Background: an optimization exercise with open tools, aiming at small area and a short achievable clock period. Do not read the settings as production practice. Where RTL was checked, it was by simulation tests only, not by an equivalence proof against the original. Power is estimated from default activity; no workload was simulated.

// store_buffer
module store_buffer #(
  parameter  int SB_ENTRIES = store_buffer_pkg::SB_ENTRIES,
  parameter  int ROB_SIZE   = store_buffer_pkg::ROB_ENTRIES,
  localparam int IDX_BITS   = $clog2(ROB_SIZE)
) (
  input  logic                                clk,
  input  logic                                reset,
  input  logic                                st_wr_en,
  input  logic [IDX_BITS-1:0]                 st_wr_rob_idx,
  input  logic [31:0]                         st_wr_addr,
  input  logic [31:0]                         st_wr_data,
  input  logic [3:0]                          st_wr_be,
  input  logic [store_buffer_pkg::ISSUE_WIDTH-1:0]              commit_valid,
  input  logic [store_buffer_pkg::ISSUE_WIDTH-1:0]              commit_is_store,
  input  logic [store_buffer_pkg::ISSUE_WIDTH-1:0][IDX_BITS-1:0] commit_rob_idx,
  input  logic                                flush_en,
  output logic                                dc_req_valid,
  output logic [31:0]                         dc_req_addr,
  output logic [31:0]                         dc_req_data,
  output logic [3:0]                          dc_req_be,
  input  logic                                dc_req_ready,
  input  logic [31:0]                         ld_fwd_addr,
  input  logic [3:0]                          ld_fwd_be,
  output logic                                ld_fwd_hit,
  output logic                                ld_fwd_stall,
  output logic [31:0]                         ld_fwd_data,
  output logic                                sb_full,
  output logic                                sb_empty,
  output logic                                sb_err
);
Size in the first run: roughly 1900 cells after synthesis, ~230 I/O pins, ~27000 sq um of cells after synthesis.
==> flow/config.mk <==
export PLATFORM = sky130hd
export DESIGN_NAME = store_buffer
export DESIGN_NICKNAME = store_buffer
export VERILOG_FILES = /design/flow/design.v
export SDC_FILE = /design/flow/constraint.sdc
export NUM_CORES = 4
export LEC_CHECK = 0
export CAP_MARGIN = 20
export CORE_MARGIN = 2
export CORE_UTILIZATION = 70
export SLEW_MARGIN = 20
export SYNTH_HIERARCHICAL = 1
export SYNTH_MINIMUM_KEEP_SIZE = 0
==> flow/constraint.sdc <==
create_clock -name core_clock -period 12.0 [get_ports {clk}]
set_input_delay 2.4000 -clock core_clock [delete_from_list [all_inputs] [get_ports {clk}]]
set_output_delay 2.4000 -clock core_clock [all_outputs]
set_load 0.01 [all_outputs]
standard.sh (not shown) runs the stock make flow with config.mk's settings and CLKGATE_MAP_FILE= SYNTH_SCRIPT=/design/flow/synth_recipe.tcl, a recipe that flattens the netlist after the stock synthesis.
==> flow/flow/run.sh <==
#!/bin/bash
# Standard ORFS layout (standard.sh) with tuned port buffers, clock tree and timing repair target.
set -euo pipefail
bash standard.sh BUFFER_PORTS_ARGS=-buffer_cell\ sky130_fd_sc_hd__buf_1 CTS_ARGS=-sink_clustering_enable\ -repair_clock_nets\ -dont_use_dummy_load\ -buf_list\ sky130_fd_sc_hd__clkbuf_8\ -sink_clustering_size\ 15\ -sink_clustering_max_diameter\ 50 SETUP_SLACK_MARGIN=5.0 finish > flow_make.log 2>&1
The first run ran to the end with no violations.
Change:
==> flow/flow/run.sh (replaced) <==
#!/bin/bash
# Standard ORFS layout (standard.sh) with tuned port buffers, clock tree and timing repair target.
set -euo pipefail
bash standard.sh BUFFER_PORTS_ARGS=-buffer_cell\ sky130_fd_sc_hd__buf_1 CTS_ARGS=-sink_clustering_enable\ -repair_clock_nets\ -dont_use_dummy_load\ -buf_list\ sky130_fd_sc_hd__clkbuf_8\ -sink_clustering_size\ 15\ -sink_clustering_max_diameter\ 50 SETUP_SLACK_MARGIN=4.75 finish > flow_make.log 2>&1
- count of clock-buffer cells in the layout is unchanged
- final cell count fell slightly
- sequential power stays flat
- non-clock buffer count drops by 4
- clock skew rose by 0.021 ns
- via count decreases slightly
Change:
==> flow/flow/run.sh (replaced) <==
#!/bin/bash
# Standard ORFS layout (standard.sh) with tuned port buffers, clock tree and timing repair target.
set -euo pipefail
bash standard.sh BUFFER_PORTS_ARGS=-buffer_cell\ sky130_fd_sc_hd__buf_1 CTS_ARGS=-sink_clustering_enable\ -repair_clock_nets\ -dont_use_dummy_load\ -buf_list\ sky130_fd_sc_hd__clkbuf_8\ -sink_clustering_size\ 15\ -sink_clustering_max_diameter\ 50 SETUP_SLACK_MARGIN=5.25 finish > flow_make.log 2>&1
What happened:
- worst setup slack is better by 0.30 ns
- routed wire length went up by 3.6%
- utilization went up by 3.4 points
- hold slack is worse by 0.0082 ns
- area after synthesis does not change
- first-iteration DRC count went up by 2.0%
- power went up by 2.1%
- clock power stays flat
- combinational power went up by about 5%
Function was not checked in any run of this note: the RTL went through the layout flow alone.


Another version of the RTL of store_buffer (not shown whole).
For scale: roughly 1800 cells after synthesis, about 230 I/O pins, ~0.027 sq mm of cells after synthesis.
Settings: LEC_CHECK=0, CAP_MARGIN=20, CORE_MARGIN=2, CORE_UTILIZATION=70, SLEW_MARGIN=20, SYNTH_HIERARCHICAL=1, SYNTH_MINIMUM_KEEP_SIZE=0; clock period 12.0 ns.
==> flow/flow/run.sh <==
#!/bin/bash
# Standard ORFS layout (standard.sh) with tuned port buffers, clock tree and timing repair target.
set -euo pipefail
bash standard.sh BUFFER_PORTS_ARGS=-buffer_cell\ sky130_fd_sc_hd__buf_1 CTS_ARGS=-sink_clustering_enable\ -repair_clock_nets\ -dont_use_dummy_load\ -buf_list\ sky130_fd_sc_hd__clkbuf_16\ -sink_clustering_size\ 20\ -sink_clustering_max_diameter\ 60 SETUP_SLACK_MARGIN=6 finish > flow_make.log 2>&1
The starting point finished with timing, DRC and antenna clean.
Edit:
==> flow/flow/run.sh (replaced) <==
#!/bin/bash
# Standard ORFS layout (standard.sh) with tuned port buffers, clock tree and timing repair target.
set -euo pipefail
bash standard.sh BUFFER_PORTS_ARGS=-buffer_cell\ sky130_fd_sc_hd__buf_1 CTS_ARGS=-sink_clustering_enable\ -repair_clock_nets\ -dont_use_dummy_load\ -buf_list\ sky130_fd_sc_hd__clkbuf_8 SETUP_SLACK_MARGIN=6 finish > flow_make.log 2>&1
Settings changed: CORE_UTILIZATION 70 to 40.
Result: Cell area grows by 3.1%. Register-to-register slack is worse by 0.88 ns. Wire length came out higher by about 12%. Non-clock buffer count is lower by 4. Clock skew grows by 0.057 ns. Utilization went down by 34 points. First-iteration DRC count fell by about 20%. Die area rose by 73%. Sequential share of layout area decreases by 1.7 points. Critical path depth grows by 2.

[what the ideal ports hide]
No port has a modelled driver above. Below, the same layouts with a new extraction and two added sets of constraints.
Step 1 sets driving cells, clkbuf_16 on the clock port and buf_2 on the other inputs (assumed; they add their load-dependent delay and slew).
Step 2 moves the port delays by t, midway between the first and last clock arrival at a register: inputs arrive t later, outputs are due t later. That takes back most of the time a late clock gives input paths.
Three values: ideal, step 1, step 2; two values: the first two.
| run | t (ns) | slack for setup (ns) | worst setup path after step 2 |
|---|---|---|---|
| the first run of note 1 | 0.705 | 4.890 / 4.843 / 4.843 | input to output |
| the second run of note 1 | 0.711 | 4.634 / 4.616 / 4.616 | input to output |
| the third run of note 1 | 0.706 | 4.938 / 4.862 / 4.862 | input to output |
| the first run of note 2 | 0.615 | 3.944 / 3.890 / 3.890 | input to output |
| the second run of note 2 | 0.747 | 4.297 / 4.233 / 4.233 | input to output |
After both steps setup and hold are still met in every run listed. For the third run of note 1, which loses most, drivers alone change the setup slack by -0.076 ns; drivers and shift together by -0.076 ns.
